This design comes from an exercise in tuning for small area, a short achievable clock period and few clock cycles per item on the open sky130 flow, not from production work. In this exercise RTL edits were held to simulation tests only and were not proved equivalent to the original. No activity file was given, so power comes from the tool's default toggle rates.

==> flow/design.v <==
`timescale 1ns / 1ps
package pdtc_pkg;
  localparam int COUNT_BITS_DEF = 16;
  localparam int REG_W          = 16;
  localparam int NUM_BP         = 6;
  localparam int TEMP_W = 15;
  localparam int VOLT_W = 13;
  localparam int SEG_W  = 3;
  localparam int QW = 14;
endpackage
`timescale 1ns / 1ps
`timescale 1ns / 1ps
`timescale 1ns / 1ps
`timescale 1ns / 1ps
`timescale 1ns / 1ps
module pwm_duty_temperature_converter_top
#(
  parameter int COUNT_BITS = pdtc_pkg::COUNT_BITS_DEF
) (
  input  logic                     clk,
  input  logic                     rst_n,
  input  logic                     in_valid,
  output logic                     in_stall,
  input  logic                     in_pin_level,
  output logic                     out_valid,
  input  logic                     out_stall,
  output logic signed [pdtc_pkg::TEMP_W-1:0] out_temperature_centi,
  output logic [pdtc_pkg::VOLT_W-1:0]        out_voltage_mv,
  output logic [pdtc_pkg::SEG_W-1:0]         out_segment,
  input  logic                     cfg_valid,
  output logic                     cfg_ready,
  input  logic [2:0]               cfg_index,
  input  logic [pdtc_pkg::REG_W-1:0]         cfg_wdata
);
  logic [15:0] win_r;
  logic [15:0] bp_r [6];
  assign cfg_ready = 1'b1;
  always_ff @(posedge clk) begin
    if (!rst_n) begin
      win_r    <= 16'd40000;
      bp_r[0]  <= 16'd43133;
      bp_r[1]  <= 16'd39705;
      bp_r[2]  <= 16'd35015;
      bp_r[3]  <= 16'd28817;
      bp_r[4]  <= 16'd20964;
      bp_r[5]  <= 16'd11312;
    end else if (cfg_valid) begin
      case (cfg_index)
        3'd0: win_r   <= {cfg_wdata[15:1], cfg_wdata[0] | (cfg_wdata[15:1] == 15'd0)};
        3'd1: bp_r[0] <= cfg_wdata;
        3'd2: bp_r[1] <= cfg_wdata;
        3'd3: bp_r[2] <= cfg_wdata;
        3'd4: bp_r[3] <= cfg_wdata;
        3'd5: bp_r[4] <= cfg_wdata;
        3'd6: bp_r[5] <= cfg_wdata;
        default: ;
      endcase
    end
  end
  logic [15:0] weff;
  assign weff = win_r;
  logic [16:0] sc_r;                
  logic [15:0] hc_r;
  logic        close_r;             
  logic        hq_v;
  logic [15:0] hq_h;
  logic        stall_r;
  logic        take;
  logic        accept, push, hq_v_nxt, close_nxt;
  logic        cur, nxt, w_le1;
  logic [16:0] sc_p1;
  logic [15:0] hc_p1, hc_new;
  assign in_stall = stall_r;
  assign accept   = in_valid && !stall_r;
  assign push     = accept && close_r;
  assign hq_v_nxt = push || (hq_v && !take);
  assign sc_p1  = sc_r + 17'd1;
  assign hc_p1  = hc_r + 16'd1;
  assign hc_new = in_pin_level ? hc_p1 : hc_r;
  assign cur    = sc_r >= {1'b0, win_r};
  assign nxt    = cur || (sc_p1 == {1'b0, win_r});
  assign w_le1  = (win_r[15:1] == 15'd0);
  assign close_nxt = accept ? (close_r ? w_le1 : nxt) : cur;
  always_ff @(posedge clk) begin
    if (!rst_n) begin
      sc_r    <= 17'd1;
      hc_r    <= '0;
      hq_v    <= 1'b0;
      stall_r <= 1'b0;
      close_r <= 1'b0;
    end else begin
      if (accept) begin
        if (close_r) begin
          sc_r <= 17'd1;
          hc_r <= '0;
        end else begin
          sc_r <= sc_p1;
          hc_r <= hc_new;
        end
      end
      hq_v    <= hq_v_nxt;
      close_r <= close_nxt;
      stall_r <= (cfg_valid && (cfg_index == 3'd0)) || (hq_v_nxt && close_nxt);
    end
  end
  always_ff @(posedge clk) begin
    if (push) hq_h <= hc_new;
  end
  localparam logic [3:0] S_IDLE = 4'd0, S_D1 = 4'd2, S_M1 = 4'd3,
                         S_M2   = 4'd4, S_M3 = 4'd5, S_DIV = 4'd6, S_FIN = 4'd7;
  logic [3:0]  st_r;
  logic [3:0]  cnt_r;
  logic [2:0]  k_r;
  logic        sn_r;                
  logic        neg_r, dz_r, ovt_r, ovv_r, sud_r;
  logic [30:0] xt_r, xv_r;          
  logic [16:0] ud_r;                
  logic out_free, seg;
  logic kp_v, sn_p;                 
  logic fix_r;                      
  assign out_free = !out_valid && !fix_r;
  assign seg      = hq_v && kp_v && ((st_r == S_IDLE) || (st_r == S_FIN && out_free));
  assign take     = (st_r == S_D1);
  logic [15:0] bx [7];
  logic [5:0]  s_oh;                
  logic [15:0] bsel, bsel1;
  logic        cmp;
  logic [2:0]  k_oh;
  always_comb begin
    for (int i = 0; i < 6; i++) bx[i] = bp_r[i];
    bx[6] = 16'd0;
    bsel  = '0;
    bsel1 = '0;
    for (int i = 0; i < 6; i++) begin
      bsel  = bsel  | (bx[i]   & {16{s_oh[i]}});
      bsel1 = bsel1 | (bx[i+1] & {16{s_oh[i]}});
    end
    k_oh  = {s_oh[4] | s_oh[5], s_oh[2] | s_oh[3], s_oh[1] | s_oh[3] | s_oh[5]};
    cmp   = (hq_h >= bsel);
  end
  logic [22:0] t5;
  logic [25:0] v5;
  assign t5 = {xt_r[24:4], 2'b00} + {2'b00, xt_r[24:4]};
  assign v5 = {xv_r[26:4], 2'b00} + {3'b000, xv_r[26:4]};
  logic [15:0] mag;
  assign mag = (xt_r[15:0] + ~hq_h + {15'd0, !sn_r}) ^ {16{sn_r}};
  logic [17:0] tt, tv;
  logic        get, gev;
  logic [16:0] ovt_d;
  logic        ovt_ge;
  assign ovt_d  = {1'b0, xt_r[30:15]} + {1'b1, ~ud_r[15:0]} + {16'd0, !sud_r};
  assign ovt_ge = !ovt_d[16];
  always_comb begin
    tt  = {1'b0, xt_r[30:14]} + {2'b11, ~ud_r[15:0]} + {17'd0, !sud_r};
    tv  = {1'b0, xv_r[30:14]} - {2'b0, weff};
    get = !tt[17];
    gev = !tv[17];
  end
  always_ff @(posedge clk) begin
    if (!rst_n) begin
      st_r <= S_IDLE;
    end else begin
      case (st_r)
        S_IDLE: if (seg) st_r <= S_D1;
        S_D1:   st_r <= S_M1;
        S_M1:   st_r <= S_M2;
        S_M2:   st_r <= S_M3;
        S_M3:   st_r <= S_DIV;
        S_DIV:  if (cnt_r == 4'd0) st_r <= S_FIN;
        S_FIN:  if (out_free) st_r <= seg ? S_D1 : S_IDLE;
        default: st_r <= S_IDLE;
      endcase
    end
  end
  always_ff @(posedge clk) begin
    if (!rst_n) begin
      kp_v  <= 1'b0;
      s_oh  <= 6'b000010;
    end else if (!hq_v || take) begin
      kp_v  <= 1'b0;
      s_oh  <= 6'b000010;
    end else if (!kp_v) begin
      if (s_oh[0]) begin
        sn_p <= cmp;
        kp_v <= 1'b1;
      end else if (cmp) begin
        s_oh <= {1'b0, s_oh[5:1]};
        sn_p <= 1'b0;
        kp_v <= !s_oh[1];
      end else if (s_oh[5]) begin
        sn_p <= 1'b0;
        kp_v <= 1'b1;
      end else begin
        s_oh <= {s_oh[4:0], 1'b0};
      end
    end
  end
  always_ff @(posedge clk) begin
    if (seg) begin
      k_r   <= k_oh;
      sn_r  <= sn_p;
      xv_r  <= {11'd0, hq_h, 4'd0};
      xt_r  <= {15'd0, bsel};
      ud_r  <= {1'b0, bsel1};
    end
    case (st_r)
      S_D1: begin
        xt_r <= {11'd0, mag, 4'd0};
        ud_r <= {1'b0, xt_r[15:0]} - ud_r;
        xv_r <= {1'b0, v5, 4'd0};
      end
      S_M1: begin
        xt_r  <= {4'd0, t5, 4'd0};
        ud_r  <= {1'b0, ud_r[15:0] ^ {16{ud_r[16]}}};
        sud_r <= ud_r[16];
        neg_r <= sn_r ^ ud_r[16];
        dz_r  <= (ud_r == 17'd0);
        xv_r  <= {1'b0, v5, 4'd0};
      end
      S_M2: begin
        xt_r <= {4'd0, t5, 4'd0};
        xv_r <= {1'b0, v5, 4'd0};
      end
      S_M3: begin
        xt_r  <= {4'd0, t5, 4'd0};
        xv_r  <= {1'b0, v5, 4'd0};
        cnt_r <= 4'd14;
      end
      S_DIV: begin
        cnt_r <= cnt_r - 4'd1;
        xt_r  <= {(get ? tt[15:0] : xt_r[29:14]), xt_r[13:0], get};
        xv_r  <= {(gev ? tv[15:0] : xv_r[29:14]), xv_r[13:0], gev};
        if (cnt_r == 4'd14) begin
          ovt_r <= ovt_ge;
          ovv_r <= gev;
        end
      end
      S_FIN: begin
        if (out_free) ovt_r <= tsat;
      end
      default: ;
    endcase
  end
  logic [14:0] qt, qv;
  assign qt = xt_r[14:0];
  assign qv = xv_r[14:0];
  logic [15:0] base;
  always_comb begin
    case (k_r)
      3'd0:    base = 16'd1000;
      3'd1:    base = 16'd2000;
      3'd2:    base = 16'd3000;
      3'd3:    base = 16'd4000;
      3'd4:    base = 16'd5000;
      default: base = 16'd6000;
    endcase
  end
  logic [15:0] tw, tsum;
  logic        tsat;
  logic [12:0] vfin;
  always_comb begin
    if (neg_r) tsum = base + ~{2'b00, qt[14:1]} + {15'd0, !qt[0]};
    else       tsum = base + {2'b00, qt[14:1]} + {15'd0, qt[0]};
    tw   = dz_r ? base : tsum;
    tsat = !dz_r && ovt_r;
    vfin = (ovv_r || (qv >= 15'd10000)) ? 13'd5000 : 13'((qv + 15'd1) >> 1);
  end
  logic               ov_r;
  logic signed [14:0] ot_r;
  logic               ot15_r;       
  logic [12:0]        ovm_r;
  logic [2:0]         os_r;
  logic               fin;
  assign fin                   = (st_r == S_FIN) && out_free;
  assign out_valid             = ov_r;
  assign out_temperature_centi = ot_r;
  logic thigh, tlow;
  assign thigh = !ot15_r && (ot_r > 15'd12000);
  assign tlow  = ot15_r && (ot_r < 15'd30768);      
  assign out_voltage_mv        = ovm_r;
  assign out_segment           = os_r;
  always_ff @(posedge clk) begin
    if (!rst_n) begin
      ov_r  <= 1'b0;
      fix_r <= 1'b0;
    end else begin
      fix_r <= fin;
      ov_r  <= fix_r || (ov_r && out_stall);
    end
  end
  always_ff @(posedge clk) begin
    if (fin) begin
      ot_r  <= tw[14:0];
      ot15_r <= tw[15];
      ovm_r <= vfin;
      os_r  <= k_r;
    end else if (fix_r && (ovt_r || (neg_r ? tlow : thigh))) begin
      ot_r  <= neg_r ? -15'sd2000 : 15'sd12000;
    end
  end
endmodule
==> flow/run.sh <==
#!/bin/bash
# synth_recipe.tcl (not shown) runs the flow's synth.tcl, then flattens the netlist and writes it again
# the make line also repeats each setting of config.mk as NAME=value (left out here)
make -C /OpenROAD-flow-scripts/flow DESIGN_CONFIG=/design/flow/config.mk WORK_HOME=/design/flow/orfs CLKGATE_MAP_FILE= SYNTH_SCRIPT=/design/flow/synth_recipe.tcl finish
==> flow/config.mk <==
export PLATFORM = sky130hd
export DESIGN_NAME = pwm_duty_temperature_converter_top
export DESIGN_NICKNAME = pwm_duty_temperature_converter_top
export VERILOG_FILES = /design/flow/design.v
export SDC_FILE = /design/flow/constraint.sdc
export NUM_CORES = 4
export LEC_CHECK = 0
export CAP_MARGIN = 20
export CORE_MARGIN = 2
export CORE_UTILIZATION = 40
export SETUP_SLACK_MARGIN = 5
export SLEW_MARGIN = 20
==> flow/constraint.sdc <==
create_clock -name core_clock -period 8.0 [get_ports {clk}]
set_input_delay 1.6000 -clock core_clock [delete_from_list [all_inputs] [get_ports {clk}]]
set_output_delay 1.6000 -clock core_clock [all_outputs]
set_load 0.01 [all_outputs]
==> results.txt, run 1 <==
- The worst-case IR drop observed on VDD is 135 µV.
- The shortest period the worst path allows is 3.38 ns.
- The core area is about 0.052 mm².
- In this run the tightest slew margin relative to its limit is 0.262.
- Adding up every negative setup slack in the final design gives 0 ns.
- Total power for the finished layout comes to ~3700 µW.
- The cell count of the worst reg-to-reg path is 12.
- The combined area of all synthesized cells is 0.0212 mm².
- The most frequently used flop master after synthesis is sky130_fd_sc_hd__dfxtp_1.
- The top-level I/O count is 59.
- The clock latency on the worst-skew pair is between 0.5 and 0.6 ns.
- The number of unique standard cell types used by synthesis is 80.
- The number of setup violations in the final report is 0.
- The filler cell count is 4,811.
- After the last flow step, the layout net total stands at between 2,000 and 3,000.
- The worst hold path belongs to the class reg -> reg.
- The maximum frequency from static timing analysis is approximately 300 MHz.
- The CTS sink count is between 300 and 400.
- The total overflow left after global routing is 0.
- The CTS buffer count is 38.
- The hold violation total from the final report is 0.
- The run finished with no timing, DRC or antenna violations.
- The ratio of cells with drive above 1 in the final layout is 0.161.
- The share of the yosys chip area belonging to registers is 0.351.
- The number of levels in the clock H-tree is 2.
- The die outline area is about 0.055 mm².
- For this design, the CTS-stage hold fixing added 0 buffers.
- The count of yosys warnings during synthesis is 3.
- The final number of max-transition violations is 0.
- The total number of vias is around 19,000.
- The critical path in this run is classified as reg -> reg.
- The synthesized design contains ~300 register bits.
- Clock-pin slew was measured on the worst setup and hold paths at approximately 0.06 ns.
- The average cell area after synthesis is 8.69 µm².
- The starting density of the core is 0.403.
- During placement, the flow inserted port buffers numbering 57.
- In the finished design, the share of the clock period the worst path needs comes to 0.422.
- The routed design has roughly 68,000 µm of wire.
- The via count of the first global-routing pass is 18,200.
- In this run the critical register-to-register path is captured at xt_r[29]$_DFFE_PP_.
- The remaining antenna violation count after routing is 0.
- The worst setup path is captured at a register.
- Of all flip-flops after synthesis, the portion carrying an async set or reset was 0.
- Summed over all cells, the static leakage comes to just over 0.01 µW.
- 0 antenna diodes ended up in the layout.
- Across every metal layer, demand over resource in global routing totals 0.240.
- The cell area power density is approximately 140 mW/mm².
- The detailed router finished its first iteration with 1,586 violations.
- Dividing the detail-routed via count by the number of cells gives ~6.
- The clock skew after layout is 0.0402 ns.
- The wire length of the first global-routing pass is 103,000 µm.
- Counting every instance in the synthesized netlist gives 2,435.
- The number of cell rows is 84.
- The startpoint identified for the worst register-to-register timing path is ud_r[0]$_DFFE_PP_.
- The largest fanout of any net on the critical path is 4.
- The pin slew with the least headroom to its limit is about 1.1 ns.
- In this run the vertical extent of the chip is between 200 and 250 µm.
- After legalization and detailed placement, the total HPWL measured 44,600 µm.
- The worst hold slack is ~0.43 ns.
- The final core area utilization is 0.496.
- The maximum clock path buffer count is 3.
- For this run, the detailed router's first-pass iteration total came to 9.
- The maximum number of pins on one net before global-route repair is between 90 and 100.
- The width of the chip is between 200 and 250 µm.
- The flop-to-flop setup slack is 4.62 ns.
- When the netlist entered floorplanning its net count stood at about 2,600.
- The initial antenna violation count is 4.
- The post-synthesis to final-layout area growth is 22.9%.
- In this run the clock root is driven by a sky130_fd_sc_hd__clkbuf_16.
- In this run the worst setup path terminates at xt_r[29]$_DFFE_PP_.
- At the worst endpoint, the arrival time is approximately 3.7 ns.
- The remaining routing DRC violations is 0.
- The final RePlAce weighted congestion is 0.896.
- Dividing the detail-routed wire length by the instance count gives between 20 and 25 µm.
- The max-cap violation count is 0.
- The TritonCTS clock tree is done.
- The data required time of the worst path is ~8.3 ns.
- STA classifies the critical path startpoint as a register.
- The number of enable-type register cells in the synthesized netlist is ~140.
- Setup repair after global routing could not meet its margin everywhere.
- The most critical setup path has its startpoint at ud_r[0]$_DFFE_PP_.
## cells by family (layout without fill, tap and decap cells)
kind of cell / after synthesis / after routing / synth area share
compound gates: 708 / 709 / 0.226
other cells: 1 / 1 / 0.000177
buf+inv: 225 / 370 / 0.0422
flops: 301 / 301 / 0.351
simple gates: 801 / 802 / 0.176
fa+ha+maj: 183 / 183 / 0.111
mux: 35 / 35 / 0.0186
xor+xnor: 181 / 181 / 0.0749
## sequential cells by signal, indices dropped and copies added, names as in the netlist, 6 cells and up
register / count
bp_r: 96
win_r: 16
s_oh: 6
ovm_r: 13
hc_r: 16
sc_r: 17
ud_r: 17
xt_r: 31
ot_r: 15
xv_r: 31
hq_h: 16
## Yosys cell counts, types with 10 or more instances
cell type,count,area (µm²)
sky130_fd_sc_hd__or3_1,10,62.6
sky130_fd_sc_hd__nand4_1,15,93.8
sky130_fd_sc_hd__edfxtp_1,141,4230
sky130_fd_sc_hd__ha_1,176,2200
sky130_fd_sc_hd__xor2_1,86,753
sky130_fd_sc_hd__a31oi_1,19,119
sky130_fd_sc_hd__nand2_1,327,1230
sky130_fd_sc_hd__nand3_1,88,440
sky130_fd_sc_hd__a22oi_1,83,623
sky130_fd_sc_hd__and2_1,14,87.6
sky130_fd_sc_hd__nor2_1,150,563
sky130_fd_sc_hd__nor2b_1,47,294
sky130_fd_sc_hd__mux2i_1,28,280
sky130_fd_sc_hd__and3_1,24,150
sky130_fd_sc_hd__inv_1,100,375
sky130_fd_sc_hd__o31ai_1,17,128
sky130_fd_sc_hd__nand2b_1,36,225
sky130_fd_sc_hd__or2_2,10,62.6
sky130_fd_sc_hd__a21oi_1,163,816
sky130_fd_sc_hd__a221oi_1,20,175
sky130_fd_sc_hd__xnor2_1,95,832
sky130_fd_sc_hd__nor4_1,18,113
sky130_fd_sc_hd__a211oi_1,14,105
sky130_fd_sc_hd__o22ai_1,17,106
sky130_fd_sc_hd__clkbuf_1,93,349
sky130_fd_sc_hd__a211o_1,10,87.6
sky130_fd_sc_hd__a21boi_0,76,571
sky130_fd_sc_hd__o21a_1,16,120
sky130_fd_sc_hd__o21ai_0,126,631
sky130_fd_sc_hd__nor3_1,37,185
sky130_fd_sc_hd__a222oi_1,16,160
sky130_fd_sc_hd__o211ai_1,16,120
sky130_fd_sc_hd__dfxtp_1,160,3200
sky130_fd_sc_hd__a21o_1,42,315
## report_power, final
part	total (µW)	leakage (µW)	internal, µW	switching (µW)
clock	1890	0.000667	1160	730
combinational	173	0.00682	69.6	103
sequential	1630	0.00263	1610	19.4
## worst min-delay path by stage
stage	from	endpoint	slack (ns)	cells after the start
4_1_cts	sn_p$_SDFFCE_PN0P_	sn_r$_DFFE_PP_	0.43	0
3_3_place_gp	sn_p$_SDFFCE_PN0P_	sn_r$_DFFE_PP_	0.41	0
5_1_grt	sn_p$_SDFFCE_PN0P_	sn_r$_DFFE_PP_	0.44	0
3_5_place_dp	sn_p$_SDFFCE_PN0P_	sn_r$_DFFE_PP_	0.42	0
2_1_floorplan	sn_p$_SDFFCE_PN0P_	sn_r$_DFFE_PP_	0.40	0
6_report	sn_p$_SDFFCE_PN0P_	sn_r$_DFFE_PP_	0.43	0
## worst max-delay path: stages, from the launching register on
cell	delay [ns]
sky130_fd_sc_hd__edfxtp_1	0.48
sky130_fd_sc_hd__inv_2	0.10
sky130_fd_sc_hd__fa_2	0.41
sky130_fd_sc_hd__fa_2	0.36
sky130_fd_sc_hd__a211o_1	0.29
sky130_fd_sc_hd__a21oi_2	0.19
sky130_fd_sc_hd__o21ai_2	0.08
sky130_fd_sc_hd__a41o_1	0.22
sky130_fd_sc_hd__o41a_1	0.34
sky130_fd_sc_hd__a21o_1	0.20
sky130_fd_sc_hd__a21oi_2	0.15
sky130_fd_sc_hd__xor2_1	0.17
sky130_fd_sc_hd__o31ai_1	0.09
## per-stage QoR
step	setup WS, ns	std cells	cell area [µm²]
after floorplan	4.77	2435	21200
after global placement	3.58	3080	22300
after detailed placement	3.62	3081	22300
after CTS	4.69	3224	25100
after global routing	4.49	3270	26000
final	4.62	3270	26000
## timing repair
item / 4_1_cts / 5_1_grt
cloned: 12 / 1
gates resized for setup: 192 / 122
pin swaps: 39 / 59
setup endpoints to repair: 219 / 169
setup buffers: 61 / 44
## area by class of cell
cell class	instances	area [µm²]	share of cell area
Clock buffer	53	1090	0.0420
Clock inverter	17	290	0.0112
Inverter	100	388	0.0149
Multi-Input combinational cell	1911	13900	0.535
Sequential cell	301	7480	0.288
Tap cell	688	861	0.0331
Timing Repair Buffer	200	1970	0.0760
## routing by layer
layer / wire (µm) / vias up / track usage
li1: - / 9130 / -
met1: 28900 / 9167 / 0.313
met2: 31000 / 714 / 0.386
met3: 5070 / 178 / 0.0485
met4: 2690 / 8 / 0.106
met5: 51 / - / 0
## cells in the final DEF (no fill, tap or decap), drive strengths merged, types with 21 or more instances in the layout
cell / n
a21o: 42
xnor2: 95
clkbuf: 55
a221oi: 23
buf: 138
nand3: 88
edfxtp: 141
nand2: 327
a21boi: 76
nor3: 39
mux2i: 28
o21ai: 127
clkdlybuf4s50: 21
dlygate4sd2: 33
nor2: 150
a21oi: 163
ha: 176
xor2: 86
dfxtp: 160
inv: 97
and3: 24
nand2b: 37
nor2b: 47
a22oi: 83
Testbench counts, summed over its fixed seeds: cycles 36,256, windows 1,024.
==> run 2, diff against run 1 <==
--- a/flow/design.v
+++ b/flow/design.v
@@ -114,3 +114,3 @@
   logic        sn_r;                
-  logic        neg_r, dz_r, ovt_r, ovv_r, sud_r;
+  logic        neg_r, dz_r, ovt_r, ovv_r;
   logic [30:0] xt_r, xv_r;          
@@ -150,6 +150,6 @@
   logic        ovt_ge;
-  assign ovt_d  = {1'b0, xt_r[30:15]} + {1'b1, ~ud_r[15:0]} + {16'd0, !sud_r};
+  assign ovt_d  = {1'b0, xt_r[30:15]} - {1'b0, ud_r[15:0]};
   assign ovt_ge = !ovt_d[16];
   always_comb begin
-    tt  = {1'b0, xt_r[30:14]} + {2'b11, ~ud_r[15:0]} + {17'd0, !sud_r};
+    tt  = {1'b0, xt_r[30:14]} - {2'b0, ud_r[15:0]};
     tv  = {1'b0, xv_r[30:14]} - {2'b0, weff};
@@ -213,4 +213,3 @@
         xt_r  <= {4'd0, t5, 4'd0};
-        ud_r  <= {1'b0, ud_r[15:0] ^ {16{ud_r[16]}}};
-        sud_r <= ud_r[16];
+        ud_r  <= (ud_r ^ {17{ud_r[16]}}) + {16'd0, ud_r[16]};
         neg_r <= sn_r ^ ud_r[16];
==> run 2 against run 1 <==
Effect of this change: critical path depth increased by 1; final cell count grew 5.8%; largest cell class unchanged; sequential power barely moved; critical endpoint is now xt_r[18]$_DFFE_PP_; clock skew down 0.0055 ns; via count is 6.9% higher; flip-flop and latch count shrank 1; still clean; die area grew 2.3%; sequential share of layout area shrank 1.6 points; synthesized area is 2.3% higher.
==> results.txt, run 2 <==
- The flow ran to the end and the layout has no timing, DRC or antenna violations.
- The post-synth net total is around 2,700.
- The clock-pin slew on the worst setup and hold paths is ~0.060 ns.
- The proportion of synthesized area in mux cells is 0.0153.
- The post-synthesis cell count is around 2,500.
- The clock skew after layout is approximately 0.035 ns.
- The start point of the worst min-delay path is sn_p$_SDFFCE_PN0P_.
- The fraction of power consumed by combinational cells is 0.049.
- For the pin with the worst max-slew slack, the measured transition is ~1.0 ns.
- The power share of the clock group is 0.504.
- After floorplanning, the core was divided into between 80 and 90 placement rows.
- The endpoint of the worst register-to-register path is xt_r[18]$_DFFE_PP_.
- The end of the worst hold path is sn_r$_DFFE_PP_.
- The setup path with the least slack is of type reg -> reg.
- For this run, the total global-route usage over all layers was measured as 0.247.
- The adder-cell share of the synthesized area is 0.108.
- The count of routing violations after the opening detailed-route iteration is roughly 2,300.
- The cell area power density is about 130 mW/mm².
- The hold buffer count at CTS is 0.
- The period utilization is 0.407.
- The final number of max-transition violations is 0.
- Ranked by total cell area, the synthesized netlist is headed by sky130_fd_sc_hd__edfxtp_1, sky130_fd_sc_hd__dfxtp_1, sky130_fd_sc_hd__ha_1.
- The CTS sink count is 300.
- The worst setup path is captured at a register.
- The TritonCTS clock tree is done.
- The total number of vias is 20,500.
- STA classifies the critical path startpoint as a register.
- The HPWL reported at the end of detailed placement is 47,600 µm.
- The flop-to-flop setup slack is between 4 and 5 ns.
- The average cell area after synthesis is 8.53 µm².
- After synthesis the netlist holds a flip-flop and latch count of 300.
- The share of the yosys chip area belonging to registers is 0.342.
- More flip-flops sit in one register than any other, and that register is bp_r.
- The hold violation total from the final report is 0.
- For met3 alone, demand over resource in global routing was 0.0321.
- Adding up every negative setup slack in the final design gives 0 ns.
- The signal on the critical path passes through ha_4 > a21oi_4 > inv_2 > fa_2 > a21o_1 > a21o_1 > a21o_1 > o31a_1 > a41oi_2 > a211o_1 > o21a_1 > xnor2_1 > a221o_1.
- Counting flops with a built-in enable in the synthesized netlist gives 140.
- The instance count along the most critical hold path is 0.
- The worst-case headroom to the max-slew limit is 0.304.
- The final RePlAce weighted congestion is between 0.9 and 1.
- Of the total power, the share spent switching nets is 0.229.
- The worst IR drop on VDD is 116 µV.
- The top-level I/O count is 59.
- In the layout the commonest cells are sky130_fd_sc_hd__nand2_1, sky130_fd_sc_hd__buf_4, sky130_fd_sc_hd__ha_1, sky130_fd_sc_hd__dfxtp_1, sky130_fd_sc_hd__edfxtp_1.
- The static leakage is ~0.011 µW.
- At the end of the flow, the number of nets in the layout was ~3,000.
- The arrival time of the worst setup path is about 3.6 ns.
- For this run, global-route usage on met2 was measured as 0.398.
- The diode insertion count for antenna repair is 0.
- The longest individual stage delay on the worst path is roughly 0.47 ns.
- The largest registers in the layout are bp_r x96, xt_r x31, xv_r x31.
- The initial antenna violation count is 0.
- The number of unique standard cell types used by synthesis is 87.
- The startpoint identified for the worst register-to-register timing path is xt_r[0]$_DFFE_PP_.
- The cell taking the most area after synthesis is sky130_fd_sc_hd__edfxtp_1.
- The wire length of the first global-routing pass is 110,000 µm.
- The detail-routed net length per standard cell is roughly 21 µm.
- The post-synthesis to final-layout area growth is 26.4%.
- The most frequently used flop master after synthesis is sky130_fd_sc_hd__dfxtp_1.
- The height of the die is about 240 µm.
- The CTS buffer count is 37.
- The critical path's slowest cell is sky130_fd_sc_hd__edfxtp_1.
- The cell count of the worst reg-to-reg path is 13.
- After synthesis, the largest family of logic cells by area is compound AO/OA/AOI/OAI gates.
- The top-area cell type share of the netlist area is 0.194.
- The number of levels in the clock H-tree is 2.
- Power comes to approximately 3600 µW.
- The commonest cells after synthesis are sky130_fd_sc_hd__nand2_1, sky130_fd_sc_hd__ha_1, sky130_fd_sc_hd__dfxtp_1, sky130_fd_sc_hd__a21oi_1, sky130_fd_sc_hd__o21ai_0.
- The most heavily used metal layer in global routing is met2.
- During synthesis, Yosys emitted a total of 3 warnings.
- Setup violations remaining at the end of the flow were counted as 0.
- In this run the deepest clock path goes through 3 buffers.
- The via count of the first global-routing pass was ~19,000.
- The post-synthesis compound-gate area fraction is 0.235.
- The combined area of all synthesized cells is 0.0216 mm².
- With fillers left out, the area of the finished cells amounts to roughly 0.027 mm².
- The detailed-route wire length is 73,300 µm.
- Port buffering added 57 buffers.
- Entering global routing, the biggest net connects 90 pins.
- The tree is rooted in a sky130_fd_sc_hd__clkbuf_16.
- The share of flip-flops with an asynchronous set or reset after synthesis is 0.
- The remaining routing DRC violations is 0.
- The worst min-delay path category is reg -> reg.
- Using the TritonRoute via totals, the vias-per-cell ratio works out to roughly 6.
- The floorplan step set the die width to 237 µm.
- The max-cap violation count is 0.
- The routed design could run at a clock period as short as about 3.3 ns.
- The leading cell type in the layout, fill and taps excluded is sky130_fd_sc_hd__nand2_1.
- The area after detailed placement is roughly 0.023 mm².
- The internal power component is around 2800 µW.
- The category of cells accounting for the largest share of critical-path delay is compound AO/OA/AOI/OAI gates.
- The starting density of the core is 0.403.
- The cell repeated most along the worst path is sky130_fd_sc_hd__a21o_1.
- The combined buffer and inverter count along the critical path is 1.
- In the final layout, the share of cells above drive strength 1 is 0.196.
- The proportion of power drawn by flip-flops and latches is 0.447.
- The die outline area is 0.0560 mm².
- For met1 alone, demand over resource in global routing was 0.346.
- The number of flip-flops in the largest register is between 90 and 100.
- The clock latency on the worst-skew pair is 0.56 ns.
- The most frequent cell after synthesis is sky130_fd_sc_hd__nand2_1.
- Of all nets on the critical path, the largest fanout is 2.
- After global routing the overflow that remains totals 0.
- The iteration count of the initial detailed-routing pass is 6.
- Derived from the worst setup path, the maximum achievable clock frequency is about 310 MHz.
- The worst hold slack is about 0.45 ns.
- The net switching power figure is 836 µW.
- The region available for standard cell placement spans 0.0537 mm².
- The area share of and/or/nand/nor cells after synthesis is 0.180.
- The xor/xnor cell area share of the yosys netlist is 0.0728.
- The data required time of the worst path is roughly 8.3 ns.
- The remaining antenna violation count after routing is 0.
- Setup repair after global routing could not meet its margin everywhere.
## run 2: cell families (layout without fill, tap and decap cells)
kind of cell             count (synthesis)  after routing
buffers and inverters                  251            476
adder cells (fa/ha/maj)                184            184
AO/OA/AOI/OAI                          759            759
other                                    1              1
XOR/XNOR                               180            180
AND/OR/NAND/NOR                        832            832
flip-flops                             300            300
multiplexers                            32             32
## run 2: power groups by stage
stage	combinational (µW)	sequential [µW]	clock, µW
2_1_floorplan	102	1650	0
3_3_place_gp	151	1660	0
3_5_place_dp	154	1660	0
4_1_cts	164	1630	1860
5_1_grt	194	1630	1930
6_report	179	1630	1840
## run 2: repair_timing
action | in CTS | in global routing
setup buffers | 119 | 78
pin swaps | 40 | 85
endpoints found under the hold margin | 0 | 0
resized for setup | 170 | 194
cloned | 8 | 2
endpoints found under the setup margin | 263 | 182
## run 2: worst max path at each step
stage	start	to	slack, ns	cells after the start
2_1_floorplan	in_pin_level	hc_r[15]$_SDFFE_PN0P_	4.70	9
3_3_place_gp	in_pin_level	hc_r[15]$_SDFFE_PN0P_	3.92	10
3_5_place_dp	st_r[0]$_SDFFE_PN0P_	ud_r[14]$_DFFE_PP_	3.85	6
4_1_cts	xt_r[0]$_DFFE_PP_	xt_r[18]$_DFFE_PP_	4.80	13
5_1_grt	xt_r[0]$_DFFE_PP_	xt_r[18]$_DFFE_PP_	4.64	13
6_report	xt_r[0]$_DFFE_PP_	xt_r[18]$_DFFE_PP_	4.74	13
## run 2: cell type report
class | count | area, µm²
Timing Repair Buffer | 291 | 2720
Sequential cell | 300 | 7440
Inverter | 117 | 455
Clock inverter | 14 | 211
Fill cell | 4867 | 26300
Tap cell | 696 | 871
Clock buffer | 53 | 1110
Timing Repair inverter | 1 | 5.00
Multi-Input combinational cell | 1988 | 14600
## run 2: stage by stage
step | setup slack (ns) | std cells | util
final | 4.74 | 3460 | 0.510
after global routing | 4.64 | 3460 | 0.510
after CTS | 4.80 | 3380 | 0.480
after detailed placement | 3.85 | 3186 | 0.425
after global placement | 3.92 | 3186 | 0.425
after floorplan | 4.70 | 2539 | -
## run 2: routing by layer
metal,part of all wire,vias to the layer above
li1,-,9666
met1,0.44,9879
met2,0.46,824
met3,0.072,147
met4,0.030,0
met5,0,-
Testbench counts of run 2, summed over its fixed seeds: cycles 36,256, windows 1,024.
==> run 3, diff against run 2 <==
--- a/flow/design.v
+++ b/flow/design.v
@@ -108,5 +108,4 @@
   end
-  localparam logic [3:0] S_IDLE = 4'd0, S_D1 = 4'd2, S_M1 = 4'd3,
-                         S_M2   = 4'd4, S_M3 = 4'd5, S_DIV = 4'd6, S_FIN = 4'd7;
-  logic [3:0]  st_r;
+  localparam int S_IDLE = 0, S_D1 = 1, S_M1 = 2, S_M2 = 3, S_M3 = 4, S_DIV = 5, S_FIN = 6;
+  logic [6:0]  st_r;
   logic [3:0]  cnt_r;
@@ -121,4 +120,4 @@
   assign out_free = !out_valid && !fix_r;
-  assign seg      = hq_v && kp_v && ((st_r == S_IDLE) || (st_r == S_FIN && out_free));
-  assign take     = (st_r == S_D1);
+  assign seg      = hq_v && kp_v && (st_r[S_IDLE] || (st_r[S_FIN] && out_free));
+  assign take     = st_r[S_D1];
   logic [15:0] bx [7];
@@ -145,3 +144,3 @@
   logic [15:0] mag;
-  assign mag = (xt_r[15:0] + ~hq_h + {15'd0, !sn_r}) ^ {16{sn_r}};
+  assign mag = xt_r[15:0] - (hq_h ^ {16{sn_r}});
   logic [17:0] tt, tv;
@@ -160,14 +159,11 @@
     if (!rst_n) begin
-      st_r <= S_IDLE;
+      st_r <= 7'd1 << S_IDLE;
     end else begin
-      case (st_r)
-        S_IDLE: if (seg) st_r <= S_D1;
-        S_D1:   st_r <= S_M1;
-        S_M1:   st_r <= S_M2;
-        S_M2:   st_r <= S_M3;
-        S_M3:   st_r <= S_DIV;
-        S_DIV:  if (cnt_r == 4'd0) st_r <= S_FIN;
-        S_FIN:  if (out_free) st_r <= seg ? S_D1 : S_IDLE;
-        default: st_r <= S_IDLE;
-      endcase
+      st_r[S_IDLE] <= (st_r[S_IDLE] || (st_r[S_FIN] && out_free)) && !seg;
+      st_r[S_D1]   <= seg;
+      st_r[S_M1]   <= st_r[S_D1];
+      st_r[S_M2]   <= st_r[S_M1];
+      st_r[S_M3]   <= st_r[S_M2];
+      st_r[S_DIV]  <= st_r[S_M3] || (st_r[S_DIV] && (cnt_r != 4'd0));
+      st_r[S_FIN]  <= (st_r[S_DIV] && (cnt_r == 4'd0)) || (st_r[S_FIN] && !out_free);
     end
@@ -202,41 +198,36 @@
       xv_r  <= {11'd0, hq_h, 4'd0};
-      xt_r  <= {15'd0, bsel};
-      ud_r  <= {1'b0, bsel1};
-    end
-    case (st_r)
-      S_D1: begin
-        xt_r <= {11'd0, mag, 4'd0};
-        ud_r <= {1'b0, xt_r[15:0]} - ud_r;
-        xv_r <= {1'b0, v5, 4'd0};
+      xt_r  <= {15'd0, bsel ^ {16{sn_p}}};
+      ud_r  <= {1'b0, bsel1 ^ {16{sn_p}}};
+    end
+    if (st_r[S_D1]) begin
+      xt_r <= {11'd0, mag, 4'd0};
+      ud_r <= {1'b0, xt_r[15:0]} - ud_r;
+    end
+    if (st_r[S_M1]) begin
+      ud_r  <= (ud_r ^ {17{ud_r[16]}}) + {16'd0, ud_r[16]};
+      neg_r <= ud_r[16];              
+      dz_r  <= (ud_r == 17'd0);
+    end
+    if (st_r[S_M1] || st_r[S_M2]) begin
+      xt_r <= {4'd0, t5, 4'd0};
+    end
+    if (st_r[S_M3]) begin
+      xt_r  <= {4'd0, t5, 4'd0};
+      cnt_r <= 4'd14;
+    end
+    if (st_r[S_D1] || st_r[S_M1] || st_r[S_M2] || st_r[S_M3]) begin
+      xv_r <= {1'b0, v5, 4'd0};
+    end
+    if (st_r[S_DIV]) begin
+      cnt_r <= cnt_r - 4'd1;
+      xt_r  <= {(get ? tt[15:0] : xt_r[29:14]), xt_r[13:0], get};
+      xv_r  <= {(gev ? tv[15:0] : xv_r[29:14]), xv_r[13:0], gev};
+      if (cnt_r == 4'd14) begin
+        ovt_r <= ovt_ge;
+        ovv_r <= gev;
       end
-      S_M1: begin
-        xt_r  <= {4'd0, t5, 4'd0};
-        ud_r  <= (ud_r ^ {17{ud_r[16]}}) + {16'd0, ud_r[16]};
-        neg_r <= sn_r ^ ud_r[16];
-        dz_r  <= (ud_r == 17'd0);
-        xv_r  <= {1'b0, v5, 4'd0};
-      end
-      S_M2: begin
-        xt_r <= {4'd0, t5, 4'd0};
-        xv_r <= {1'b0, v5, 4'd0};
-      end
-      S_M3: begin
-        xt_r  <= {4'd0, t5, 4'd0};
-        xv_r  <= {1'b0, v5, 4'd0};
-        cnt_r <= 4'd14;
-      end
-      S_DIV: begin
-        cnt_r <= cnt_r - 4'd1;
-        xt_r  <= {(get ? tt[15:0] : xt_r[29:14]), xt_r[13:0], get};
-        xv_r  <= {(gev ? tv[15:0] : xv_r[29:14]), xv_r[13:0], gev};
-        if (cnt_r == 4'd14) begin
-          ovt_r <= ovt_ge;
-          ovv_r <= gev;
-        end
-      end
-      S_FIN: begin
-        if (out_free) ovt_r <= tsat;
-      end
-      default: ;
-    endcase
+    end
+    if (st_r[S_FIN] && out_free) begin
+      ovt_r <= tsat;
+    end
   end
@@ -272,3 +263,3 @@
   logic               fin;
-  assign fin                   = (st_r == S_FIN) && out_free;
+  assign fin                   = st_r[S_FIN] && out_free;
   assign out_valid             = ov_r;
==> run 3 against run 2 <==
Effect of this change: first-iteration DRC count shrank 24%; cell area shrank 2.8%; synthesized cell count grew 3.3%; largest power group unchanged; still clean on timing, DRC and antenna; critical path type unchanged; highest routed layer unchanged; critical path depth shrank 1; setup slack gained 0.13 ns; hold slack gained 0.019 ns.
==> results.txt, run 3 <==
- The worst IR drop on VDD is roughly 130 µV.
- Counting flops and latches in the post-synthesis netlist gives about 300.
- For this design, the sink count on the clock tree is slightly above 300.
- Relative to the synthesized area, the layout overhead comes to 21.3%.
- The via count of the first global-routing pass is 19,300.
- Of the post-synthesis cell area, the dominant cell type holds 0.192.
- The maximum frequency from static timing analysis is ~320 MHz.
- The largest individual stage delay along the critical path comes from the cell sky130_fd_sc_hd__edfxtp_1.
- The number of nets in the synthesized netlist is between 2,000 and 3,000.
- The maximum number of pins on one net before global-route repair is 76.
- The final RePlAce weighted congestion is approximately 0.88.
- Across every metal layer, demand over resource in global routing totals 0.235.
- For this run, design rule violations remaining after detail routing come to 0.
- The number of flip-flops in the largest register is 96.
- Of the cells placed in the final design, the portion with a size suffix greater than 1 is 0.152.
- The combined area of all synthesized cells is between 0.02 and 0.025 mm².
- Summed over all cells, the static leakage comes to 0.0105 µW.
- The final number of max-transition violations is 0.
- The shortest period the worst path allows is approximately 3.1 ns.
- The synthesized design contains 140 enable-type register cells.
- Buffers inserted during clock tree synthesis total 38.
- Once layout is complete, the utilization of the core stands at 0.492.
- The clock passes through at most 3 buffers.
- After detailed routing, the total wire length is between 70,000 and 80,000 µm.
- The count of nets left with antenna violations once routing finished came out at 0.
- At the worst endpoint, the arrival time is about 3.4 ns.
- The cell area power density is about 130 mW/mm².
- The share of flip-flops with an asynchronous set or reset after synthesis is 0.
- The post-synthesis cell count is ~2,600.
- Leaving out fill and tap cells, the most frequent cells in the layout are sky130_fd_sc_hd__nand2_1, sky130_fd_sc_hd__a21oi_1, sky130_fd_sc_hd__nor2_1, sky130_fd_sc_hd__ha_1, sky130_fd_sc_hd__dfxtp_1.
- Max-cap violations in this run came to 0.
- The clock latency on the worst-skew pair is just under 0.6 ns.
- For the pin with the worst max-slew slack, the measured transition is about 1.1 ns.
- The clock-pin slew on the worst setup and hold paths is approximately 0.060 ns.
- The number of setup violations in the final report is 0.
- The total number of vias is 20,400.
- The worst min-delay path category is reg -> reg.
- The number of levels in the clock H-tree is 2.
- The count of routing violations after the opening detailed-route iteration is approximately 1,800.
- Counting instances in the post-synthesis netlist gives the leading cell types as sky130_fd_sc_hd__nand2_1, sky130_fd_sc_hd__a21oi_1, sky130_fd_sc_hd__nor2_1, sky130_fd_sc_hd__ha_1, sky130_fd_sc_hd__dfxtp_1.
- The library cell used most frequently in the layout, excluding fill and tap cells, is sky130_fd_sc_hd__nand2_1.
- More flip-flops sit in one register than any other, and that register is bp_r.
- The per-cell via count in the routed design is between 5 and 6.
- Buffers placed on the I/O ports in this run total between 50 and 60.
- The clock skew after layout is between 0.03 and 0.04 ns.
- Of the available clock period, the critical path in the final layout requires 0.391.
- Yosys attributes the largest share of cell area to sky130_fd_sc_hd__edfxtp_1, sky130_fd_sc_hd__dfxtp_1, sky130_fd_sc_hd__ha_1.
- The die is about 240 µm wide.
- The starting density of the core is 0.406.
- The HPWL reported at the end of detailed placement is 46,400 µm.
- Before antenna repair, the detailed router went through 6 iterations.
- The worst-case headroom to the max-slew limit is 0.237.
- In this run the clock root is driven by a sky130_fd_sc_hd__clkbuf_16.
- Setup repair after global routing could not meet its margin everywhere.
- The TritonCTS clock tree is done.
- Summed over all layers, the global routing overflow is 0.
- The share of the yosys chip area belonging to registers is 0.341.
- The run finished with no timing, DRC or antenna violations.
- For the final routed database, the setup TNS stands at 0 ns.
- The top-level I/O count is a little under 60.
- Of all nets on the critical path, the largest fanout is 5.
- The kind of launch point of the worst setup path is a register.
- The detail-routed net length per standard cell is about 20 µm.
- Yosys printed 3 warnings.
- The critical path goes through buf_6 > xnor2_2 > ha_1 > o21ai_2 > a21oi_2 > o41a_1 > o41ai_4 > o21ba_4 > o21ai_4 > o31ai_2 > xnor2_1 > a211o_1.
- The largest registers in the layout are bp_r x96, xt_r x31, xv_r x31.
- Counting distinct cell types in the post-synthesis netlist gives 92.
- The floorplan has 85 rows.
- The cell taking the most area after synthesis is sky130_fd_sc_hd__edfxtp_1.
- The setup slack of the critical path after layout is ~5 ns.
- For the worst setup path, the data required time is just over 8 ns.
- The start-to-end type of the worst setup path is reg -> reg.
- After synthesis, the mean cell area works out to ~8.4 µm².
- The most used flip-flop cell after synthesis is sky130_fd_sc_hd__dfxtp_1.
- The wire length of the first global-routing pass is roughly 110,000 µm.
- The die covers between 0.05 and 0.06 mm².
- The initial antenna violation count is 0.
- Yosys instantiated no cell more often than sky130_fd_sc_hd__nand2_1.
- On the worst path, the slowest cell contributes a delay of ~0.51 ns.
- The floorplan step set the die height to roughly 240 µm.
- The worst setup path is captured at a register.
- The diode insertion count for antenna repair is 0.
- The hold violation total from the final report came to 0.
- At the end of the flow, the number of nets in the layout was just under 3,000.
- The post-placement setup slack is 3.87 ns.
- The core area is between 0.05 and 0.06 mm².
[run 3: changes by cell type after synthesis, moves of 9 or more]
cell | before | now
sky130_fd_sc_hd__nor3_1 | 39 | 70
sky130_fd_sc_hd__a22o_1 | 2 | 11
sky130_fd_sc_hd__nor2b_1 | 47 | 22
sky130_fd_sc_hd__o21ai_1 | 3 | 12
sky130_fd_sc_hd__a21boi_0 | 81 | 9
sky130_fd_sc_hd__xnor2_1 | 113 | 140
sky130_fd_sc_hd__nand2_1 | 352 | 381
sky130_fd_sc_hd__a21oi_1 | 157 | 237
sky130_fd_sc_hd__nor2_1 | 139 | 194
sky130_fd_sc_hd__inv_1 | 114 | 98
sky130_fd_sc_hd__o21ai_0 | 156 | 136
sky130_fd_sc_hd__o22ai_1 | 20 | 9
sky130_fd_sc_hd__a211oi_1 | 10 | 44
sky130_fd_sc_hd__a22oi_1 | 80 | 68
[run 3: worst paths after layout]
| check | start | to | slack (ns) | cells past startpoint |
|---|---|---|---|---|
| hold / removal | bp_r[0][14]$_SDFFE_PN0P_ | bp_r[0][14]$_SDFFE_PN0P_ | 0.47 | 2 |
| setup reg to reg | sn_r$_DFFE_PP_ | xt_r[19]$_DFFE_PP_ | 4.87 | 12 |
| setup / recovery | sn_r$_DFFE_PP_ | xt_r[19]$_DFFE_PP_ | 4.87 | 12 |
| hold reg to reg | bp_r[0][14]$_SDFFE_PN0P_ | bp_r[0][14]$_SDFFE_PN0P_ | 0.47 | 2 |
[run 3: report_power, final]
group | switching [µW] | internal (µW)
Combinational | 111 | 66.4
Sequential | 19.3 | 1630
Clock | 756 | 973
Total | 886 | 2670
[run 3: layout make-up]
class / count / area [µm²]
Sequential cell: 304 / 7510
Clock buffer: 52 / 1090
Tap cell: 696 / 871
Multi-Input combinational cell: 2083 / 14500
Clock inverter: 17 / 165
Fill cell: 5023 / 27400
Timing Repair Buffer: 222 / 2030
Inverter: 102 / 397
[run 3: repair_timing]
action | 4_1_cts | 5_1_grt
hold buffers | 0 | 0
gates resized for setup | 149 | 140
endpoints found under the setup margin | 194 | 121
setup buffers | 73 | 57
pin swaps | 42 | 69
gates cloned | 4 | 5
[run 3: cell families after synthesis]
kind of cell | share of synthesized area
fa+ha+maj | 0.107
compound gates | 0.225
xor+xnor | 0.0827
buf+inv | 0.0426
flops | 0.341
other cells | 0.000171
mux | 0.0119
simple gates | 0.189
[run 3: critical path: cells and delay by family (launching register included)]
family / cells / cell delay (ns)
DFF: 1 / 0.51
AOI/OAI and AO/OA: 8 / 1.59
xor gates and xnor gates: 2 / 0.23
buffers and inverters: 1 / 0.18
adders and majority gates: 1 / 0.35
[run 3: through the flow]
stage               total power [µW]  hold WS [ns]  std cells  area, µm²
CTS                             3570         0.468       3414      25500
finish                          3560         0.472       3476      26600
detailed placement              1840         0.458       3268      23100
floorplan                       1780         0.424       2623      22000
global placement                1840         0.447       3268      23100
global route                    3660         0.497       3476      26600
[run 3: layer usage]
metal,vias to the layer above,wire [µm],global-route usage
li1,9807,-,-
met1,9781,30300,0.313
met2,715,32600,0.388
met3,137,4550,0.0339
met4,0,2510,0.0856
met5,-,0,0
Testbench counts of run 3, summed over its fixed seeds: cycles 36,256, windows 1,024.
==> run 4, diff against run 3 <==
--- a/flow/design.v
+++ b/flow/design.v
@@ -37,2 +37,14 @@
   assign cfg_ready = 1'b1;
+  logic [6:0]  wen_r;
+  logic [15:0] wd_r;
+  always_ff @(posedge clk) begin
+    if (!rst_n) begin
+      wen_r <= '0;
+    end else begin
+      for (int i = 0; i < 7; i++) wen_r[i] <= cfg_valid && (cfg_index == 3'(i));
+    end
+  end
+  always_ff @(posedge clk) begin
+    wd_r <= cfg_wdata;
+  end
   always_ff @(posedge clk) begin
@@ -46,13 +58,7 @@
       bp_r[5]  <= 16'd11312;
-    end else if (cfg_valid) begin
-      case (cfg_index)
-        3'd0: win_r   <= {cfg_wdata[15:1], cfg_wdata[0] | (cfg_wdata[15:1] == 15'd0)};
-        3'd1: bp_r[0] <= cfg_wdata;
-        3'd2: bp_r[1] <= cfg_wdata;
-        3'd3: bp_r[2] <= cfg_wdata;
-        3'd4: bp_r[3] <= cfg_wdata;
-        3'd5: bp_r[4] <= cfg_wdata;
-        3'd6: bp_r[5] <= cfg_wdata;
-        default: ;
-      endcase
+    end else begin
+      if (wen_r[0]) win_r <= {wd_r[15:1], wd_r[0] | (wd_r[15:1] == 15'd0)};
+      for (int i = 0; i < 6; i++) begin
+        if (wen_r[i+1]) bp_r[i] <= wd_r;
+      end
     end
@@ -102,3 +108,3 @@
       close_r <= close_nxt;
-      stall_r <= (cfg_valid && (cfg_index == 3'd0)) || (hq_v_nxt && close_nxt);
+      stall_r <= (cfg_valid && (cfg_index == 3'd0)) || wen_r[0] || (hq_v_nxt && close_nxt);
     end
@@ -113,3 +119,3 @@
   logic        sn_r;                
-  logic        neg_r, dz_r, ovt_r, ovv_r;
+  logic        neg_r, dz_r, ovt_r, ovv_r, sud_r;
   logic [30:0] xt_r, xv_r;          
@@ -149,6 +155,6 @@
   logic        ovt_ge;
-  assign ovt_d  = {1'b0, xt_r[30:15]} - {1'b0, ud_r[15:0]};
+  assign ovt_d  = {1'b0, xt_r[30:15]} + {1'b1, ~ud_r[15:0]} + {16'd0, !sud_r};
   assign ovt_ge = !ovt_d[16];
   always_comb begin
-    tt  = {1'b0, xt_r[30:14]} - {2'b0, ud_r[15:0]};
+    tt  = {1'b0, xt_r[30:14]} + {2'b11, ~ud_r[15:0]} + {17'd0, !sud_r};
     tv  = {1'b0, xv_r[30:14]} - {2'b0, weff};
@@ -206,3 +212,4 @@
     if (st_r[S_M1]) begin
-      ud_r  <= (ud_r ^ {17{ud_r[16]}}) + {16'd0, ud_r[16]};
+      ud_r  <= {1'b0, ud_r[15:0] ^ {16{ud_r[16]}}};
+      sud_r <= ud_r[16];
       neg_r <= ud_r[16];              
==> run 4 against run 3 <==
Effect of this change: still clean on timing, DRC and antenna; first-iteration DRC count fell by 8.4%; synthesized cell count fell by 5.9%; final cell count fell by 4.2%; flip-flop and latch count rose by 23; register-to-register slack got worse by 0.11 ns; wire length fell by 3.9%; utilization rose by 0.053 points; maximum frequency fell by 3.5%; hold slack improved by 0.0042 ns; synthesized area rose by 0.80%; critical path type unchanged; largest cell class unchanged.
==> results.txt, run 4 <==
- Tracing the worst setup path back leads to its startpoint at ud_r[1]$_DFFE_PP_.
- For flop-to-flop paths, the worst setup slack is about 4.8 ns.
- The endpoint of the worst register-to-register path is xt_r[17]$_DFFE_PP_.
- The CTS buffer count is 40.
- The floorplan step defined a core boundary enclosing 0.0549 mm².
- The via count of the first global-routing pass is between 15,000 and 20,000.
- STA classifies the critical path endpoint as a register.
- The run finished with no timing, DRC or antenna violations.
- STA puts the critical path data required time at roughly 8.3 ns.
- The min-delay analysis places its worst path in the category reg -> reg.
- In this run the count of I/O pins placed on the die edge is around 60.
- The H-tree was split into 2 levels.
- The total number of vias is 19,400.
- The count of input and output buffers is 57.
- Entering global routing, the biggest net connects 78 pins.
- Of the cells placed in the final design, the portion with a size suffix greater than 1 is 0.169.
- The net switching power figure is 874 µW.
- After filler insertion, the fill cell instance count of the layout stands at between 5,000 and 6,000.
- Of the synthesized area, sequential elements account for 0.359.
- The tool flagged a number of max-cap violations equal to 0.
- The TritonCTS clock tree is done.
- The post-synthesis cell count is roughly 2,500.
- For this configuration, the core starts out at a cell density of 0.403.
- After clock tree synthesis, the clock-pin slew on the worst setup and hold paths is approximately 0.060 ns.
- The worst register-to-register path begins at ud_r[1]$_DFFE_PP_.
- Clock tree synthesis selected as its root buffer the cell sky130_fd_sc_hd__clkbuf_16.
- At the pin with the least slew margin, the transition time is 1.20 ns.
- Before antenna repair, the detailed router went through 8 iterations.
- The fraction of power consumed by combinational cells is 0.031.
- For this run, the post-layout net count is ~2,800.
- The internal power component is about 2900 µW.
- The count of yosys warnings during synthesis is 3.
- The library cell used most frequently in the layout, excluding fill and tap cells, is sky130_fd_sc_hd__nor2_1.
- The number of synthesized register bits is between 300 and 400.
- For the final routed database, the setup TNS stands at 0 ns.
- In this run the tightest slew margin relative to its limit is 0.198.
- The clock latency on the worst-skew pair is between 0.5 and 0.6 ns.
- Setup violations remaining at the end of the flow were counted as 0.
- The register with the most flip-flops in the layout has 96 of them.
- The largest total area in the synthesized netlist belongs to sky130_fd_sc_hd__edfxtp_1.
- The proportion of power drawn by flip-flops and latches is 0.465.
- The power share of the clock group is 0.504.
- The register with the highest flop count is bp_r.
- Between clock sinks in the finished design, the worst skew comes to 0.0123 ns.
- sky130_fd_sc_hd__nor2_1 is the most common cell in the netlist.
- In this run the power density over the cells is roughly 140 mW/mm².
- The count of routing violations after the opening detailed-route iteration is about 1,600.
- The number of antenna diodes in the final layout is 0.
- For the finished layout, the period the worst path requires is 3.24 ns.
- In the final layout, the registers with the most flip-flops are bp_r x96, xt_r x31, xv_r x31.
- Of the total power, the share spent switching nets is 0.230.
- The share of synthesized area in the top cell type comes to 0.189.
- Data arrives at the worst endpoint at between 3 and 4 ns.
- The routed design has approximately 67,000 µm of wire.
- In the routed design, unresolved DRC markers number 0.
- The per-cell via count in the routed design is 5.84.
- The worst setup path is of the reg -> reg kind.
- The average cell area after synthesis is approximately 9.0 µm².
- The static leakage is approximately 0.010 µW.
- The number of cell rows is 86.
- The width of the chip is 239 µm.
- STA classifies the critical path startpoint as a register.
- The number of enable-type register cells in the synthesized netlist is around 140.
- Dividing the detail-routed wire length by the instance count gives about 20 µm.
- The die is approximately 240 µm tall.
- The remaining antenna violation count after routing is 0.
- The number of unique standard cell types used by synthesis is between 70 and 80.
- From synthesis to final layout, the design area changed by 22.4%.
- The wire length of the first global-routing pass is roughly 100,000 µm.
- The total global routing track utilization is 0.228.
- The largest fanout of any net on the critical path is 4.
- The area of all placed cells without fillers is roughly 0.027 mm².
- The hold violation total from the final report is 0.
- The maximum frequency from static timing analysis is around 300 MHz.
- In the layout the commonest cells are sky130_fd_sc_hd__nor2_1, sky130_fd_sc_hd__nand2_1, sky130_fd_sc_hd__dfxtp_1, sky130_fd_sc_hd__ha_1.
- Setup repair after global routing could not meet its margin everywhere.
- The congestion estimate from routability-driven global placement came to 0.896.
- For this design, the sink count on the clock tree is around 330.
- After synthesis, the cell types taking the most area are sky130_fd_sc_hd__edfxtp_1, sky130_fd_sc_hd__dfxtp_1, sky130_fd_sc_hd__ha_1.
- The clock passes through at most 3 buffers.
- The initial antenna violation count is 0.
- The area after detailed placement is around 0.023 mm².
- Counting every net in the synthesized netlist gives around 2,700.
- The die covers approximately 0.057 mm².
- The final number of max-transition violations was 0.
- Among all flip-flop cells after synthesis, the most frequent one is sky130_fd_sc_hd__dfxtp_1.
- The worst IR drop on VDD is roughly 130 µV.
- After global routing the overflow that remains totals 0.
- The capture point of the worst path is xt_r[17]$_DFFE_PP_.
- The wire-length estimate of the detail-placed layout is 44,900 µm.
- The combined area of all synthesized cells is roughly 0.022 mm².
- The number of cells on the worst reg-to-reg path is 12.
- The share of flip-flops with an asynchronous set or reset after synthesis is 0.
- In this run, post-CTS hold repair placed 0 buffers.
- Ranked by instance count, the synthesized netlist is headed by sky130_fd_sc_hd__nor2_1, sky130_fd_sc_hd__nand2_1, sky130_fd_sc_hd__dfxtp_1, sky130_fd_sc_hd__ha_1, sky130_fd_sc_hd__a21oi_1.
- The total power draw is ~3800 µW.
- The period utilization is 0.405.
==> run 4: cell count changes in the layout (fill, tap and decap cells not counted), moves of 20 or more <==
cell                      change
sky130_fd_sc_hd__a21oi_1     -87
sky130_fd_sc_hd__nand3_1     -44
sky130_fd_sc_hd__dfxtp_1     +20
sky130_fd_sc_hd__nor2_1      +46
sky130_fd_sc_hd__nand2_1    -163
sky130_fd_sc_hd__mux2i_1    +108
==> run 4: how the worst min path moves through the flow <==
stage	from	to	slack [ns]	cells after the start
CTS	bp_r[0][2]$_SDFFE_PN1P_	bp_r[0][2]$_SDFFE_PN1P_	0.48	2
detailed placement	bp_r[0][2]$_SDFFE_PN1P_	bp_r[0][2]$_SDFFE_PN1P_	0.46	2
global route	bp_r[0][15]$_SDFFE_PN1P_	bp_r[0][15]$_SDFFE_PN1P_	0.49	2
floorplan	ud_r[16]$_SDFFE_PP0P_	neg_r$_DFFE_PP_	0.41	0
global placement	bp_r[0][4]$_SDFFE_PN1P_	bp_r[0][4]$_SDFFE_PN1P_	0.46	2
finish	bp_r[0][15]$_SDFFE_PN1P_	bp_r[0][15]$_SDFFE_PN1P_	0.48	2
==> run 4: what timing repair did <==
item | CTS | global route
endpoints found under the setup margin | 179 | 104
gates resized for setup | 191 | 116
buffers inserted | 84 | 49
hold endpoints to repair | 0 | 0
gates cloned | 7 | 0
pin swaps | 66 | 76
==> run 4: final cells by class <==
class,count,area (µm²),share of cell area
Tap cell,704,881,0.0326
Multi-Input combinational cell,1904,14400,0.532
Timing Repair Buffer,222,2040,0.0754
Clock buffer,57,1220,0.0450
Inverter,102,398,0.0147
Sequential cell,327,7960,0.294
Clock inverter,15,168,0.00620
==> run 4: stage by stage <==
stage | instances | util | hold slack (ns) | worst slack (ns)
final | 3331 | 0.493 | 0.476 | 4.76
after detailed placement | 3119 | 0.425 | 0.459 | 3.86
after CTS | 3282 | 0.477 | 0.477 | 4.74
after global placement | 3119 | 0.425 | 0.455 | 3.94
after floorplan | 2469 | - | 0.406 | 4.89
after global routing | 3331 | 0.493 | 0.495 | 4.59
==> run 4: logic make-up (layout without fill, tap and decap cells) <==
group | Yosys count | count (layout) | synth area share
xor+xnor | 200 | 200 | 0.0793
simple gates | 740 | 740 | 0.155
buf+inv | 240 | 396 | 0.0421
other cells | 1 | 1 | 0.000170
mux | 136 | 136 | 0.0623
compound gates | 642 | 644 | 0.196
flops | 327 | 327 | 0.359
fa+ha+maj | 183 | 183 | 0.106
==> run 4: power groups by stage <==
stage	clock network, µW	registers, µW	logic, µW
2_1_floorplan	0	1780	80.4
3_3_place_gp	0	1800	104
3_5_place_dp	0	1800	106
4_1_cts	1940	1770	111
5_1_grt	2000	1770	127
6_report	1910	1770	117
==> run 4: metal layers <==
metal | up-vias | GRT usage | wire length [µm]
li1 | 9289 | - | -
met1 | 9437 | 0.312 | 30500
met5 | - | 0 | 0
met2 | 593 | 0.365 | 30400
met3 | 128 | 0.0268 | 4020
met4 | 0 | 0.0955 | 2450
==> run 4: critical path, stage by stage (launching register included) <==
cell and delay [ns]:
sky130_fd_sc_hd__edfxtp_1 0.48, sky130_fd_sc_hd__inv_2 0.12, sky130_fd_sc_hd__ha_4 0.20, sky130_fd_sc_hd__nor2b_4 0.12, sky130_fd_sc_hd__o31a_1 0.27, sky130_fd_sc_hd__o41a_1 0.34, sky130_fd_sc_hd__a31oi_1 0.16, sky130_fd_sc_hd__o211ai_1 0.16
sky130_fd_sc_hd__a311oi_4 0.33, sky130_fd_sc_hd__buf_6 0.18, sky130_fd_sc_hd__mux2_4 0.29, sky130_fd_sc_hd__a22oi_1 0.19, sky130_fd_sc_hd__o31ai_1 0.11
Testbench counts of run 4, summed over its fixed seeds: cycles 36,256, windows 1,024.

## re-timing with driven ports
No port has a modelled driver above. Below, the same layouts with a new extraction and two added sets of constraints. Step 1, drivers: a clkbuf_16 drives clk and a buf_2 each remaining input, both assumed. Step 2, shift: input delay + t, output delay - t, t = (earliest + latest rising clock arrival at the registers) / 2. This alone moves slack from input paths to output paths. a / b / c = ideal ports / drivers / drivers and shift; a / b = the first two.
| run | shift t [ns] | setup slack, ns | latest minus earliest clock arrival (ns) |
|---|---|---|---|
| run 1 | 0.631 | 4.623 / 4.623 / 4.497 | 0.043 / 0.043 |
| run 2 | 0.611 | 4.744 / 4.744 / 4.433 | 0.043 / 0.043 |
| run 3 | 0.629 | 4.870 / 4.870 / 4.379 | 0.039 / 0.039 |
| run 4 | 0.631 | 4.756 / 4.756 / 4.515 | 0.013 / 0.012 |
After both steps setup and hold are still met in every run listed. The setup slack of run 3, which loses most, moves by 0.000 ns with the drivers and by -0.491 ns with both steps.
